Context: an optimization exercise on an open-source flow, tuned for small area, a short achievable clock period and few clock cycles. The choices shown serve that exercise and are no tape-out recipe. RTL that was checked went through simulation tests only; none was proved equivalent to the original. Power figures rest on the tool's default switching activity, not on a simulated workload.

==> v9: inputs <==
Design bp_unit, start of the top module:
module bp_unit (
    input  logic                           clk,
    input  logic                           rst,
    input  logic                           pred_req,
    input  logic [bp_pkg::PC_W-1:0]        pred_pc,
    output logic                           pred_ack,
    output logic                           pred_taken,
    output logic [bp_pkg::PHT_INDEX_W-1:0] pred_index,
    input  logic                           res_req,
    input  bp_pkg::br_kind_t               res_kind,
    input  logic [bp_pkg::PHT_INDEX_W-1:0] res_index,
    input  logic                           res_taken,
    input  logic                           res_mispred,
    output logic                           res_ack,
    output logic [bp_pkg::STAT_W-1:0]      br_total,
    output logic [bp_pkg::STAT_W-1:0]      br_missed,
    output logic [bp_pkg::STAT_W-1:0]      jal_total,
    output logic [bp_pkg::STAT_W-1:0]      jal_missed,
    output logic [bp_pkg::STAT_W-1:0]      jalr_total,
    output logic [bp_pkg::STAT_W-1:0]      jalr_missed
);
Settings: LEC_CHECK=0, ABC_CLOCK_PERIOD_IN_PS=2500, CAP_MARGIN=20, CORE_MARGIN=2, CORE_UTILIZATION=40, CTS_BUF_LIST=sky130_fd_sc_hd__clkbuf_8, CTS_CLUSTER_SIZE=30, SETUP_SLACK_MARGIN=2.7, SLEW_MARGIN=20; clock period 5.0 ns.
standard.sh (not shown) runs the stock make flow with config.mk's settings and CLKGATE_MAP_FILE= SYNTH_SCRIPT=/design/flow/synth_recipe.tcl, a recipe that flattens the netlist after the stock synthesis.
==> flow/flow/run.sh <==
#!/bin/bash
# The standard layout (standard.sh) with two changes: plain buf_2 cells as
# the port buffers instead of the delay cells buffer_ports picks by default,
# and clock tree leaf clusters sized by a looser max-cap derate, so fewer
# leaf buffers drive the registers.
set -euo pipefail
export BUFFER_PORTS_ARGS="-buffer_cell sky130_fd_sc_hd__buf_2"
export CTS_ARGS="-sink_clustering_enable -repair_clock_nets -sink_clustering_size 16 -sink_clustering_max_diameter 60 -buf_list sky130_fd_sc_hd__clkbuf_8 -sink_buffer_max_cap_derate 0.5"
bash standard.sh > standard.log 2>&1
==> v36: changes against v9 <==
--- a/flow/design.v
+++ b/flow/design.v
@@ -32,76 +32,63 @@
     output logic                           pred_ack,
     output logic                           pred_taken,
     output logic [bp_pkg::PHT_INDEX_W-1:0] pred_index
 );
     logic                   req_q;
     logic [PHT_INDEX_W-1:0] index;
-    logic [1:0]             half_tk;
     assign index = pred_pc[PHT_INDEX_W+1:2] ^ ghr;
     always_ff @(posedge clk) begin
         if (rst) begin
             req_q <= 1'b0;
         end else begin
             req_q <= pred_req;
         end
     end
     assign pred_ack = pred_req & req_q;
     always_ff @(posedge clk) begin
         pred_index <= index;
-        for (int h = 0; h < 2; h++) begin
-            half_tk[h] <= (index[PHT_INDEX_W-1] == h[0]) &
-                          tk_bits[{h[0], index[PHT_INDEX_W-2:0]}];
-        end
-    end
-    assign pred_taken = |half_tk;
+        pred_taken <= tk_bits[index];
+    end
 endmodule
 `default_nettype wire
 `timescale 1ns/1ps
 `default_nettype none
 import bp_pkg::*;
 module pht_table (
     input  logic                           clk,
     input  logic                           rst,
-    input  logic [bp_pkg::PHT_INDEX_W-1:0] res_index,
     input  logic                           upd_en,
     input  logic [bp_pkg::PHT_INDEX_W-1:0] upd_index,
     input  logic                           upd_taken,
     output logic [bp_pkg::PHT_SIZE-1:0]    tk_bits
 );
+    localparam logic [CTR_W-1:0] CTR_MAX = {CTR_W{1'b1}};
     logic [CTR_W-1:0] ctrs [PHT_SIZE];
-    logic [CTR_W-1:0] cand [4];
-    logic [CTR_W-1:0] old;
-    logic [CTR_W-1:0] wdata;
-    logic [7:0]       we_hi;
-    logic [15:0]      we_lo;
+    logic [CTR_W-1:0] upd_old;
+    logic [CTR_W-1:0] upd_new;
+    always_comb begin
+        upd_old = ctrs[upd_index];
+        upd_new = upd_old;
+        if (upd_taken && upd_old != CTR_MAX) begin
+            upd_new = upd_old + 1'b1;
+        end else if (!upd_taken && upd_old != '0) begin
+            upd_new = upd_old - 1'b1;
+        end
+    end
+    always_ff @(posedge clk) begin
+        if (rst) begin
+            for (int i = 0; i < PHT_SIZE; i++) begin
+                ctrs[i] <= CTR_INIT;
+            end
+        end else if (upd_en) begin
+            ctrs[upd_index] <= upd_new;
+        end
+    end
     always_comb begin
         for (int i = 0; i < PHT_SIZE; i++) begin
             tk_bits[i] = ctrs[i][CTR_W-1];
-        end
-    end
-    always_ff @(posedge clk) begin
-        for (int q = 0; q < 4; q++) begin
-            cand[q] <= ctrs[{q[1:0], res_index[PHT_INDEX_W-3:0]}];
-        end
-    end
-    assign old = cand[upd_index[PHT_INDEX_W-1:PHT_INDEX_W-2]];
-    assign wdata[1] = ~rst & ((old[1] & old[0]) | (upd_taken & (old[1] | old[0])));
-    assign wdata[0] =  rst | ((old[1] & ~old[0]) | (upd_taken & (old[1] | ~old[0])));
-    always_comb begin
-        for (int j = 0; j < 8; j++) begin
-            we_hi[j] = rst | (upd_en & (upd_index[6:4] == j[2:0]));
-        end
-        for (int k = 0; k < 16; k++) begin
-            we_lo[k] = rst | (upd_index[3:0] == k[3:0]);
-        end
-    end
-    always_ff @(posedge clk) begin
-        for (int i = 0; i < PHT_SIZE; i++) begin
-            if (we_hi[i/16] & we_lo[i%16]) begin
-                ctrs[i] <= wdata;
-            end
         end
     end
 endmodule
 `default_nettype wire
 `timescale 1ns/1ps
 `default_nettype none
@@ -172,40 +159,35 @@
     output logic [bp_pkg::STAT_W-1:0] br_missed,
     output logic [bp_pkg::STAT_W-1:0] jal_total,
     output logic [bp_pkg::STAT_W-1:0] jal_missed,
     output logic [bp_pkg::STAT_W-1:0] jalr_total,
     output logic [bp_pkg::STAT_W-1:0] jalr_missed
 );
-    logic [5:0]        inc;
-    logic [STAT_W-1:0] cnt  [6];
-    logic [STAT_W-1:0] carry [6];
-    assign inc[0] = stat_en & is_br;
-    assign inc[1] = stat_en & is_br & stat_miss;
-    assign inc[2] = stat_en & is_jal;
-    assign inc[3] = stat_en & is_jal & stat_miss;
-    assign inc[4] = stat_en & is_jalr;
-    assign inc[5] = stat_en & is_jalr & stat_miss;
-    always_comb begin
-        for (int c = 0; c < 6; c++) begin
-            carry[c][0] = 1'b1;
-            for (int i = 1; i < STAT_W; i++) begin
-                carry[c][i] = carry[c][i-1] & cnt[c][i-1];
-            end
-        end
-    end
-    always_ff @(posedge clk) begin
-        for (int c = 0; c < 6; c++) begin
-            cnt[c] <= {STAT_W{~rst}} & (cnt[c] ^ ({STAT_W{inc[c]}} & carry[c]));
-        end
-    end
-    assign br_total    = cnt[0];
-    assign br_missed   = cnt[1];
-    assign jal_total   = cnt[2];
-    assign jal_missed  = cnt[3];
-    assign jalr_total  = cnt[4];
-    assign jalr_missed = cnt[5];
+    always_ff @(posedge clk) begin
+        if (rst) begin
+            br_total    <= '0;
+            br_missed   <= '0;
+            jal_total   <= '0;
+            jal_missed  <= '0;
+            jalr_total  <= '0;
+            jalr_missed <= '0;
+        end else if (stat_en) begin
+            if (is_br) begin
+                br_total <= br_total + 1'b1;
+                if (stat_miss) br_missed <= br_missed + 1'b1;
+            end
+            if (is_jal) begin
+                jal_total <= jal_total + 1'b1;
+                if (stat_miss) jal_missed <= jal_missed + 1'b1;
+            end
+            if (is_jalr) begin
+                jalr_total <= jalr_total + 1'b1;
+                if (stat_miss) jalr_missed <= jalr_missed + 1'b1;
+            end
+        end
+    end
 endmodule
 `default_nettype wire
 `timescale 1ns/1ps
 `default_nettype none
 import bp_pkg::*;
 module bp_unit (
@@ -249,13 +231,12 @@
         .pred_taken   (pred_taken),
         .pred_index   (pred_index)
     );
     pht_table pht (
         .clk          (clk),
         .rst          (rst),
-        .res_index    (res_index),
         .upd_en       (upd_en),
         .upd_index    (upd_index),
         .upd_taken    (upd_taken),
         .tk_bits      (tk_bits)
     );
     bp_resolve_stage resolve_stage (
==> flow/run.sh (new file) <==
#!/bin/bash
# synth_recipe.tcl (not shown) runs the flow's synth.tcl, then flattens the netlist and writes it again
# the make line also repeats each setting of config.mk as NAME=value (left out here)
make -C /OpenROAD-flow-scripts/flow DESIGN_CONFIG=/design/flow/config.mk WORK_HOME=/design/flow/orfs CLKGATE_MAP_FILE= SYNTH_SCRIPT=/design/flow/synth_recipe.tcl finish
==> flow/config.mk (replaced) <==
export PLATFORM = sky130hd
export DESIGN_NAME = bp_unit
export DESIGN_NICKNAME = bp_unit
export VERILOG_FILES = /design/flow/design.v
export SDC_FILE = /design/flow/constraint.sdc
export NUM_CORES = 4
export LEC_CHECK = 0
export CAP_MARGIN = 20
export CORE_MARGIN = 2
export CORE_UTILIZATION = 40
export SLEW_MARGIN = 20
removed: flow/flow/run.sh
removed: flow/standard.sh
==> qor summary <==
metric	v36	v9
Result of the run	complete, no violations	complete, no violations
Count of routing violations after the opening detailed-route iteration	2009	1301
Non-clock buffers	207	193
Setup repair after global routing missed its margin	no	yes
Die Y-Extent	224 um	204 um
Hold EP	stats.jalr_missed[15]	stats.cnt[3][15]
Area of all placed cells without fillers	22800 sq um	19100 sq um
Cell chosen for the clock root	sky130_fd_sc_hd__clkbuf_16	sky130_fd_sc_hd__clkbuf_8
Startpoint of the worst setup timing path	resolve_stage.upd_index[1]	res_index[4]
Critical Path Max Stage Delay	890 ps	530 ps
Maximum VDD drop	0.245 mV	0.155 mV
Clock buffer instance count of the final layout	53	36
Power share of the sequential group	45.6%	60.1%
Final hold slack	490 ps	500 ps
Basic-gate share of the synthesized area counting and, or, nand and nor cells	18.1%	15.9%
Core region area	47700 sq um	39500 sq um
Clock Power	3.28 mW	1.92 mW
Post-synthesis instance total	1855	1298
Area of placed instances	21300 sq um	17900 sq um
GR Layer Usage met3	6.18%	7.38%
Testbench counts of v9, summed over its fixed seeds: cycles 60,000.
The RTL of v36 was laid out without a check of its function.

[what the ideal ports hide]
The results above use ideal ports. As a check the final layouts listed here were re-extracted and re-timed, cells and wires unchanged.
Step 1: set_driving_cell puts a clkbuf_16 on clk and a buf_2 on each other input, an assumption about the parent block.
Step 2 moves the port delays by t, midway between the first and last clock arrival at a register: inputs arrive t later, outputs are due t later. That takes back most of the time a late clock gives input paths.
a / b / c = ideal / step 1 / step 2; a / b = the first two.
| run | shift t [ns] | slack for setup (ns) | worst hold slack (ns) | worst slew at a driven data input, ns |
|---|---|---|---|---|
| v9 | 0.629 | 2.646 / 2.625 / 2.022 | 0.500 / 0.500 / 0.500 | 0.06 |
| v36 | 0.635 | 0.506 / 0.506 / 0.506 | 0.490 / 0.490 / 0.490 | 0.05 |
After both steps every run listed still meets setup and hold. For v9, which loses most, drivers alone change the setup slack by -0.021 ns; drivers and shift together by -0.624 ns.
